Background: an optimization exercise with open tools, aiming at small area and a short achievable clock period. Do not read the settings as production practice. In this exercise RTL edits were held to simulation tests only and were not proved equivalent to the original.

sierra:
==> flow/design.v <==
package mips_defs;
    typedef enum logic [2:0] {
        MD_NONE  = 3'd0,
        MD_MULT  = 3'd1,
        MD_MULTU = 3'd2,
        MD_DIV   = 3'd3,
        MD_DIVU  = 3'd4,
        MD_MTHI  = 3'd5,
        MD_MTLO  = 3'd6
    } md_op_e;
endpackage
module md_add35 (
    input  logic [34:0] x,
    input  logic [34:0] y,
    input  logic        ci,
    output logic [34:0] s
);
    logic [35:0] g, p;
    logic [34:0] h;
    always_comb begin
        g[0] = ci;
        p[0] = 1'b0;
        for (int i = 0; i < 35; i++) begin
            g[i+1] = x[i] & y[i];
            p[i+1] = x[i] ^ y[i];
            h[i]   = x[i] ^ y[i];
        end
        for (int l = 1; l < 36; l = l * 2)
            for (int i = 2 * l - 1; i < 36; i += 2 * l) begin
                g[i] = g[i] | (p[i] & g[i-l]);
                p[i] = p[i] & p[i-l];
            end
        for (int l = 16; l >= 1; l = l / 2)
            for (int i = 3 * l - 1; i < 36; i += 2 * l) begin
                g[i] = g[i] | (p[i] & g[i-l]);
                p[i] = p[i] & p[i-l];
            end
        for (int i = 0; i < 35; i++) s[i] = h[i] ^ g[i];
    end
endmodule
module md_cneg (
    input  logic [31:0] x,
    input  logic        en,
    output logic [31:0] y
);
    logic [32:0] o;      
    always_comb begin
        o[0] = 1'b0;
        for (int i = 0; i < 32; i++) begin
            y[i]   = x[i] ^ (en & o[i]);
            o[i+1] = o[i] | x[i];
        end
    end
endmodule
module md_step (
    input  logic        dvj,      
    input  logic        df,       
    input  logic [33:0] u,
    input  logic [32:0] ms,       
    input  logic        nz,
    input  logic        two,
    input  logic        negm,     
    input  logic        bneg,     
    input  logic        qp,       
    input  logic        qin,      
    output logic [34:0] s,        
    output logic        q,        
    output logic [33:0] un        
);
    logic [34:0] m35, x, y;
    logic        neg;
    assign neg = dvj ? (qp ^ bneg) : negm;
    assign m35 = {{2{ms[32]}}, ms};
    assign y   = ((two ? {m35[33:0], 1'b0} : m35) & {35{nz}}) ^ {35{neg}};
    assign x   = {u[33], u};
    md_add35 u_add (.x(x), .y(y), .ci(neg), .s(s));
    assign q  = ~s[34];
    assign un = df ? {s[32:0], qin} : {s[34], s[34:2]};
endmodule
module md_dp (
    input  logic        busy,
    input  logic        dv,
    input  logic        sg,
    input  logic [3:0]  cnt,
    input  logic        bprev,
    input  logic        aneg_r,
    input  logic [31:0] m,
    input  logic [33:0] ph,
    input  logic [31:0] pl,
    input  logic [31:0] hi,
    input  logic [31:0] lo,
    output logic        last,
    output logic [33:0] ph_n,
    output logic [31:0] pl_n,
    output logic        bprev_n,
    output logic        aneg_n,
    output logic [31:0] hi_r,
    output logic [31:0] lo_r
);
    logic first;
    assign first = (cnt == 4'd0);
    assign last  = dv ? (cnt == 4'd9) : (cnt == 4'd4);
    logic [32:0] ms;
    logic        a_neg, b_neg, div_zero;
    assign ms       = {sg & m[31], m};
    assign b_neg    = sg & m[31];
    assign div_zero = (m == 32'd0);
    assign a_neg    = first ? (sg & pl[31]) : aneg_r;
    logic [31:0] pl_neg, rem_neg;
    md_cneg u_negq (.x(pl), .en(dv & (first ? a_neg : (aneg_r ^ b_neg))), .y(pl_neg));
    md_cneg u_negr (.x(s[0][32:1]), .en(aneg_r), .y(rem_neg));
    logic       fix;
    logic [3:0] dvj, nz, two, negm, qp, qin;
    assign fix = dv & (cnt == 4'd9);
    always_comb begin
        for (int j = 0; j < 4; j++) begin
            logic b2, b1, b0;
            b2 = pl[2*j+1];
            b1 = pl[2*j];
            b0 = (j == 0) ? bprev : pl[2*j-1];
            dvj[j] = dv & ~fix & ~first;
            if (dv && first) begin
                nz[j]   = 1'b0;
                two[j]  = 1'b0;
                negm[j] = 1'b0;
            end else if (dv) begin
                nz[j]   = (j == 0) ? (~fix | ph[33]) : 1'b1;
                two[j]  = fix;
                negm[j] = b_neg;
            end else if (cnt == 4'd4) begin
                nz[j]   = (j == 0) & ~sg & bprev;
                two[j]  = 1'b0;
                negm[j] = 1'b0;
            end else begin
                nz[j]   = (b1 ^ b0) | (b2 ^ b1);
                two[j]  = ~(b1 ^ b0);
                negm[j] = b2 & ~(b1 & b0);
            end
            qin[j] = (dv && first) ? ((j == 3) & pl_neg[31]) : pl[30-j];
        end
    end
    logic [33:0] u [0:4];
    logic [34:0] s [0:3];
    logic [3:0]  q;
    assign u[0] = ph;
    assign qp   = {q[2:0], ~ph[33]};
    for (genvar j = 0; j < 4; j++) begin : g_step
        md_step u_step (
            .dvj(dvj[j]), .df(dv), .u(u[j]), .ms(ms), .nz(nz[j]), .two(two[j]), .negm(negm[j]),
            .bneg(b_neg), .qp(qp[j]), .qin(qin[j]), .s(s[j]), .q(q[j]), .un(u[j+1])
        );
    end
    always_comb begin
        hi_r = hi;
        lo_r = lo;
        if (busy && last && (!dv || !div_zero)) begin
            hi_r = dv ? rem_neg : s[0][31:0];
            lo_r = pl_neg;
        end
    end
    always_comb begin
        bprev_n = bprev;
        aneg_n  = aneg_r;
        if (dv) begin
            ph_n = u[4];
            if (first) begin
                aneg_n = a_neg;
                pl_n   = pl_neg;
            end else begin
                pl_n = {pl[27:0], q[0], q[1], q[2], q[3]};
            end
        end else begin
            ph_n    = u[4];
            pl_n    = {s[3][1:0], s[2][1:0], s[1][1:0], s[0][1:0], pl[31:8]};
            bprev_n = pl[7];
        end
    end
endmodule
module md_unit (
    input  logic        clk,
    input  logic        reset,
    input  logic        start,
    input  logic        cancel,
    input  logic [2:0]  op,
    input  logic [31:0] a,
    input  logic [31:0] b,
    output logic        busy,
    output logic [31:0] hi,
    output logic [31:0] lo
);
    logic        idle;      
    logic        dv;        
    logic        sg;        
    logic [3:0]  cnt;       
    logic        bprev;     
    logic        aneg_r;    
    logic [31:0] m;         
    logic [33:0] ph;        
    logic [31:0] pl;        
    logic        last, bprev_n, aneg_n;
    logic [33:0] ph_n;
    logic [31:0] pl_n, hi_r, lo_r;
    md_dp u_dp (
        .busy(!idle), .dv(dv), .sg(sg), .cnt(cnt), .bprev(bprev), .aneg_r(aneg_r),
        .m(m), .ph(ph), .pl(pl), .hi(hi), .lo(lo),
        .last(last), .ph_n(ph_n), .pl_n(pl_n), .bprev_n(bprev_n), .aneg_n(aneg_n),
        .hi_r(hi_r), .lo_r(lo_r)
    );
    logic go, mthi, mtlo;
    assign go   = start && !cancel && idle;
    assign mthi = go && (op == 3'd5);
    assign mtlo = go && (op == 3'd6);
    logic run;
    assign run = go && (op != 3'd0) && (op[2:1] != 2'b11) && (op != 3'd5);
    logic hi_a, hi_k, lo_a, lo_k;
    assign hi_a = mthi && !reset;
    assign hi_k = !mthi && !reset;
    assign lo_a = mtlo && !reset;
    assign lo_k = !mtlo && !reset;
    always_ff @(posedge clk) begin
        hi <= ({32{hi_a}} & a) | ({32{hi_k}} & hi_r);
        lo <= ({32{lo_a}} & a) | ({32{lo_k}} & lo_r);
    end
    always_ff @(posedge clk) begin
        if (reset) begin
            busy <= 1'b0;
            idle <= 1'b1;
        end else begin
            if (!idle) begin
                busy <= !last;
                idle <= last;
            end else begin
                busy <= run;
                idle <= !run;
            end
        end
    end
    always_ff @(posedge clk) begin
        if (idle) begin
            m     <= b;
            pl    <= a;
            ph    <= '0;
            cnt   <= '0;
            bprev <= 1'b0;
            dv    <= op[2] | (op[1] & op[0]);    
            sg    <= (op == 3'd1) || (op == 3'd3);
        end else begin
            cnt    <= cnt + 4'd1;
            ph     <= ph_n;
            pl     <= pl_n;
            bprev  <= bprev_n;
            aneg_r <= aneg_n;
        end
    end
endmodule
Settings: LEC_CHECK=0, ABC_AREA=1, CAP_MARGIN=20, CORE_MARGIN=2, CORE_UTILIZATION=40, SLEW_MARGIN=35, SYNTH_HIERARCHICAL=1, SYNTH_MINIMUM_KEEP_SIZE=2000; clock period 100.0 ns.
standard.sh (not shown) runs the stock make flow with config.mk's settings and CLKGATE_MAP_FILE= SYNTH_SCRIPT=/design/flow/synth_recipe.tcl, a recipe that flattens the netlist after the stock synthesis.
==> flow/flow/run.sh <==
#!/bin/bash
# The standard layout (standard.sh) with these changes:
#  - synthesis maps with ORFS's ABC area script, with dch -f and without its upsize step (flow/abc_area.script),
#  - the ports get plain buffers (buf_1) instead of delay cells,
#  - clock tree synthesis uses a clkbuf_16 root, clkbuf_8 elsewhere, and no dummy loads.
# Tool output: standard_make.log here and ORFS's own logs under orfs/logs.
set -euo pipefail
W=$(pwd)
rm -rf "$W/orfs_scripts"
cp -r "$FLOW_HOME/scripts" "$W/orfs_scripts"
cp "$W/flow/abc_area.script" "$W/orfs_scripts/abc_area.script"
export SCRIPTS_DIR="$W/orfs_scripts"
export BUFFER_PORTS_ARGS="-buffer_cell sky130_fd_sc_hd__buf_1"
export CTS_ARGS="-sink_clustering_enable -repair_clock_nets -dont_use_dummy_load -root_buf sky130_fd_sc_hd__clkbuf_16 -buf_list sky130_fd_sc_hd__clkbuf_8"
bash standard.sh > standard_make.log 2>&1
==> flow/flow/abc_area.script <==
strash
dch -f
map -B 0.9
topo
stime -c
buffer -c
dnsize -c
sierra reached the end of the flow, and the finished layout is clean on the timing, design-rule and antenna checks.
## Diff of input files: juniper against sierra
- SLEW_MARGIN now 50, was 35
==> comparison <==
Looking at clock skew, juniper sits 0.0061 ns higher than sierra does. Changes observed in juniper relative to sierra: worst hold slack has remained practically unchanged, critical path required time has remained practically unchanged. Row area overhead of the layout relative to synthesis: juniper higher / sierra lower.

-- port drivers added, routing unchanged --
Ports are ideal in the flow. The routed layouts listed here were re-timed in OpenROAD.
Step 1 assumes that a clkbuf_16 drives the clock port and a buf_2 every other input.
Step 2 moves the port delays by t, midway between the first and last clock arrival at a register: inputs arrive t later, outputs are due t later. That takes back most of the time a late clock gives input paths.
a / b / c = ideal / step 1 / step 2; a / b = the first two.
run | t, ns | setup slack, ns | worst setup path at the end
sierra | 0.494 | 78.601 / 78.627 / 78.133 | input to register
juniper | 0.500 | 78.710 / 78.741 / 78.241 | input to register
After both steps every run listed still meets setup and hold. The setup slack of juniper, which loses most, moves by +0.031 ns with the drivers and by -0.469 ns with both steps.
